From an optimization exercise on the open Yosys and OpenROAD flow, aimed at small area, a short achievable clock period and few clock cycles per item; shortcuts taken in it are not production practice. The RTL was checked by simulation tests, not by an equivalence proof against the original design. Power and IR drop assume default switching activity.

Setup of run a:
==> module md2_core, before the edit <==
module md2_core (
	input  logic         clk,
	input  logic         arst_n,
	input  logic         cmd_valid,
	input  logic [7:0]   cmd_data,
	input  logic         cmd_byte,
	input  logic         cmd_end,
	output logic         ready,
	output logic         empty,
	input  logic         pop,
	output logic [127:0] result
);
	localparam int GROUPS = md2_pkg::BLOCK_BYTES;
	localparam logic [7:0] S0 = 8'h29;
	typedef enum logic [1:0] {
		S_ABS,
		S_PAD,
		S_CSUM,
		S_WAIT
	} state_t;
	typedef enum logic [1:0] {
		A_ABS,
		A_PAD,
		A_CSUM,
		A_OUT
	} after_t;
	state_t       state_q;
	after_t       after_q;
	logic         first_q;
	logic [3:0]   ph_q;
	logic         gap_q;
	logic [3:0]   j_q;
	logic         at_q;
	logic [4:0]   pad_q;
	logic [7:0]   sreg_q;
	logic         cu_q;
	logic         run_q;
	logic [1:0]   pass_q;
	logic [4:0]   round_q;
	logic         empty_q;
	logic [GROUPS-1:0][7:0] x0_q;
	logic [GROUPS-1:0][7:0] x1_q;
	logic [GROUPS-1:0][7:0] x2_q;
	logic [GROUPS-1:0][7:0] c_q;
	logic [7:0]   gx0_q;
	logic [7:0]   gx1_q;
	logic [7:0]   gx2_q;
	logic [7:0]   gc_q;
	logic         take;
	logic         step;
	logic         step0;
	logic         via_g;
	logic [3:0]   ph_nxt;
	logic [3:0]   j_nxt;
	logic         absorb;
	logic         csum_upd;
	logic         blk_last;
	logic [7:0]   b;
	logic [7:0]   s_out;
	logic [7:0]   h0z;
	logic [7:0]   h0f;
	logic [7:0]   e;
	logic [7:0]   se;
	logic [7:0]   y;
	logic [7:0]   sreg_nxt;
	logic [7:0]   sreg_early;
	logic         se_sel;
	logic [7:0]   c_head;
	logic [7:0]   c_new;
	logic [7:0]   tail0;
	logic [7:0]   tail1;
	logic [7:0]   tail2;
	logic [7:0]   tailc;
	assign step     = run_q && !gap_q;
	assign step0    = step && (round_q == 5'd0) && (pass_q == 2'd0) && (ph_q == 4'd0);
	assign via_g    = run_q && (gap_q || ((pass_q == 2'd2) && (round_q != 5'd17)));
	assign ready    = (state_q == S_ABS) && at_q;
	assign take     = ready && cmd_valid;
	assign absorb   = ((state_q == S_ABS) && cmd_valid && cmd_byte && at_q) ||
	                  (((state_q == S_PAD) || (state_q == S_CSUM)) && at_q);
	assign ph_nxt   = gap_q ? ph_q : ph_q + 1'b1;
	assign j_nxt    = absorb ? j_q + 1'b1 : j_q;
	assign csum_upd = absorb && (state_q != S_CSUM);
	assign blk_last = absorb && (j_q == 4'd15);
	assign b = (state_q == S_ABS) ? cmd_data :
	           (state_q == S_PAD) ? {3'b000, pad_q} : c_q[1];
	assign s_out = md2_pkg::pi_sbox(sreg_q);
	assign h0z = (first_q && round_q == 5'd0 && pass_q == 2'd0) ? 8'h00 : x0_q[0];
	assign h0f = first_q ? 8'h00 : x0_q[0];
	assign c_head = first_q ? 8'h00 : c_q[0];
	assign c_new  = c_head ^ s_out;
	assign e  = run_q ? h0z : (c_head ^ b);
	assign se = s_out ^ e;
	assign y  = step0 ? (h0z ^ S0) : se;
	assign se_sel = (step && !step0) || (!run_q && csum_upd && cu_q);
	always_comb begin
		sreg_early = 8'h00;
		if (gap_q) begin
			sreg_early = gx2_q + {3'b000, round_q};
		end else if (step0) begin
			sreg_early = h0z ^ S0;
		end else if (!run_q && csum_upd) begin
			sreg_early = b ^ ((first_q && j_q == 4'd0) ? 8'h00 : c_q[0]);
		end
	end
	assign sreg_nxt = se_sel ? se : sreg_early;
	always_comb begin
		tail0 = x0_q[0];
		tail1 = x1_q[0];
		tail2 = x2_q[0];
		if (step) begin
			tail0 = x1_q[0];
			tail1 = x2_q[0];
			tail2 = y;
		end else if (absorb) begin
			tail1 = b;
			tail2 = b ^ h0f;
		end
	end
	assign tailc = cu_q ? c_new : c_q[0];
	for (genvar g = 0; g < GROUPS; g++) begin : g_res
		assign result[127 - 8 * g -: 8] = x0_q[g];
	end
	assign empty = empty_q;
	always_ff @(posedge clk) begin
		for (int k = 0; k < GROUPS - 1; k++) begin
			x1_q[k] <= x1_q[k + 1];
			x2_q[k] <= x2_q[k + 1];
			c_q[k]  <= c_q[k + 1];
		end
		x1_q[GROUPS - 1] <= via_g ? gx1_q : tail1;
		x2_q[GROUPS - 1] <= (step && !step0 && !via_g) ? se : (via_g ? gx2_q : tail2);
		c_q[GROUPS - 1]  <= cu_q ? c_new : (via_g ? gc_q : c_q[0]);
		if (empty_q) begin
			for (int k = 0; k < GROUPS - 1; k++) begin
				x0_q[k] <= x0_q[k + 1];
			end
			x0_q[GROUPS - 1] <= via_g ? gx0_q : tail0;
		end
		gx0_q  <= tail0;
		gx1_q  <= tail1;
		gx2_q  <= (step && !step0) ? se : tail2;
		gc_q   <= tailc;
		sreg_q <= sreg_nxt;
	end
	always_ff @(posedge clk or negedge arst_n) begin
		if (!arst_n) begin
			state_q <= S_ABS;
			after_q <= A_ABS;
			first_q <= 1'b1;
			pad_q   <= '0;
			ph_q    <= '0;
			gap_q   <= 1'b0;
			j_q     <= '0;
			at_q    <= 1'b1;
			cu_q    <= 1'b0;
			run_q   <= 1'b0;
			pass_q  <= '0;
			round_q <= '0;
			empty_q <= 1'b1;
		end else begin
			ph_q   <= ph_nxt;
			j_q    <= j_nxt;
			at_q   <= (ph_nxt == j_nxt);
			cu_q   <= csum_upd;
			if (pop && !empty_q) begin
				empty_q <= 1'b1;
			end
			case (state_q)
				S_ABS: begin
					if (take) begin
						if (cmd_byte && j_q == 4'd15) begin
							state_q <= S_WAIT;
							after_q <= cmd_end ? A_PAD : A_ABS;
							pad_q   <= 5'd16;
						end else if (cmd_end) begin
							state_q <= S_PAD;
							pad_q   <= 5'd16 - {1'b0, j_q} - {4'd0, cmd_byte};
						end
					end
				end
				S_PAD: begin
					if (blk_last) begin
						state_q <= S_WAIT;
						after_q <= A_CSUM;
					end
				end
				S_CSUM: begin
					if (blk_last) begin
						state_q <= S_WAIT;
						after_q <= A_OUT;
					end
				end
				default: begin
				end
			endcase
			if ((blk_last || (state_q == S_WAIT && !run_q && ph_q == 4'd15)) && empty_q) begin
				run_q <= 1'b1;
			end
			if (gap_q) begin
				gap_q   <= 1'b0;
				round_q <= round_q + 1'b1;
			end else if (run_q && ph_q == 4'd15) begin
				pass_q <= (pass_q == 2'd2) ? 2'd0 : pass_q + 1'b1;
				if (pass_q == 2'd2) begin
					if (round_q == 5'd17) begin
						round_q <= '0;
						run_q   <= 1'b0;
						first_q <= 1'b0;
						case (after_q)
							A_ABS:  state_q <= S_ABS;
							A_PAD:  state_q <= S_PAD;
							A_CSUM: state_q <= S_CSUM;
							default: begin
								state_q <= S_ABS;
								empty_q <= 1'b0;
								first_q <= 1'b1;
							end
						endcase
					end else begin
						gap_q <= 1'b1;
					end
				end
			end
		end
	end
endmodule
==> flow/config.mk <==
export PLATFORM = sky130hd
export DESIGN_NAME = md2_digest_engine
export DESIGN_NICKNAME = md2_digest_engine
export VERILOG_FILES = /design/flow/design.v
export SDC_FILE = /design/flow/constraint.sdc
export NUM_CORES = 4
export LEC_CHECK = 0
export CAP_MARGIN = 20
export CORE_MARGIN = 2
export CORE_UTILIZATION = 40
export SETUP_SLACK_MARGIN = 4.0
export SLEW_MARGIN = 20
==> flow/constraint.sdc <==
create_clock -name core_clock -period 7.0 [get_ports {clk}]
set_input_delay 1.4000 -clock core_clock [delete_from_list [all_inputs] [get_ports {clk}]]
set_output_delay 1.4000 -clock core_clock [all_outputs]
set_load 0.01 [all_outputs]
standard.sh (not shown) runs the stock make flow with config.mk's settings and CLKGATE_MAP_FILE= SYNTH_SCRIPT=/design/flow/synth_recipe.tcl, a recipe that flattens the netlist after the stock synthesis.
==> flow/flow/run.sh <==
#!/bin/bash
# The standard layout (the standard.sh: the standard synthesis and ORFS
# from floorplan to finish), with one change: the buffers that placement puts
# on every input and output port are the platform's smallest plain buffer.
set -e
export BUFFER_PORTS_ARGS="-buffer_cell sky130_fd_sc_hd__buf_1"
bash standard.sh > standard.log 2>&1
Testbench counts of run a, summed over its fixed seeds: cycles 387,439, bytes 4,355.
## Diff of input files: run b against run a
--- a/flow/design.v
+++ b/flow/design.v
@@ -89,8 +89,9 @@
 	logic         gap_q;
 	logic [3:0]   j_q;
 	logic         at_q;
 	logic [4:0]   pad_q;
+	logic [7:0]   l_q;
 	logic [7:0]   sreg_q;
 	logic         cu_q;
 	logic         run_q;
 	logic [1:0]   pass_q;
@@ -157,9 +158,9 @@
 			sreg_early = gx2_q + {3'b000, round_q};
 		end else if (step0) begin
 			sreg_early = h0z ^ S0;
 		end else if (!run_q && csum_upd) begin
-			sreg_early = b ^ ((first_q && j_q == 4'd0) ? 8'h00 : c_q[0]);
+			sreg_early = b ^ l_q;
 		end
 	end
 	assign sreg_nxt = se_sel ? se : sreg_early;
 	always_comb begin
@@ -210,8 +211,9 @@
 			ph_q    <= '0;
 			gap_q   <= 1'b0;
 			j_q     <= '0;
 			at_q    <= 1'b1;
+			l_q     <= '0;
 			cu_q    <= 1'b0;
 			run_q   <= 1'b0;
 			pass_q  <= '0;
 			round_q <= '0;
@@ -220,8 +222,11 @@
 			ph_q   <= ph_nxt;
 			j_q    <= j_nxt;
 			at_q   <= (ph_nxt == j_nxt);
 			cu_q   <= csum_upd;
+			if (cu_q) begin
+				l_q <= c_new;
+			end
 			if (pop && !empty_q) begin
 				empty_q <= 1'b1;
 			end
 			case (state_q)
@@ -246,8 +251,9 @@
 				S_CSUM: begin
 					if (blk_last) begin
 						state_q <= S_WAIT;
 						after_q <= A_OUT;
+						l_q     <= '0;
 					end
 				end
 				default: begin
 				end
### Flow results
- The final reports for run b and run a show non-clock inverter instance count of the final layout higher in the former.
- On final instance area: between run a and run b, it ends up higher for run a.
- Diff run a -> run b: post-route minimum period moved up, global-route wire length before repair moved down.
- The final reports for run b and run a show power in combinational cells lower in the former.
- [compare] base=run a new=run b: sum of routed wire length over all layers has decreased; utilization has decreased; number of global-route vias before repair has decreased; clock sink count has increased; synthesized instance count has increased.
- Compared run b vs run a, and fraction of area in multi-input gates is down in run b.
Testbench counts of run b, summed over its fixed seeds: cycles 387,439, bytes 4,355.

## separate check: timing with driven ports
How much do the figures lean on ideal ports? The routed layouts below were timed once more, with nothing changed but the port constraints.
Step 1: set_driving_cell puts a clkbuf_16 on clk and a buf_2 on each other input, an assumption about the parent block.
Step 2 also shifts input and output timing later by t, the mid clock arrival at the registers, as if the neighbouring blocks saw the same clock.
a / b / c = ideal / step 1 / step 2; a / b = the first two.
| run | t, ns | setup WS [ns] | worst hold slack (ns) | worst setup path at the end | latest minus earliest clock arrival (ns) |
|---|---|---|---|---|---|
| run a | 0.647 | 3.966 / 3.966 / 3.664 | 0.301 / 0.301 / 0.301 | input to register | 0.035 / 0.035 |
| run b | 0.657 | 3.950 / 3.950 / 3.598 | 0.320 / 0.320 / 0.320 | input to register | 0.038 / 0.038 |
After both steps setup and hold are still met in every run listed. The setup slack of run b, which loses most, moves by 0.000 ns with the drivers and by -0.352 ns with both steps.
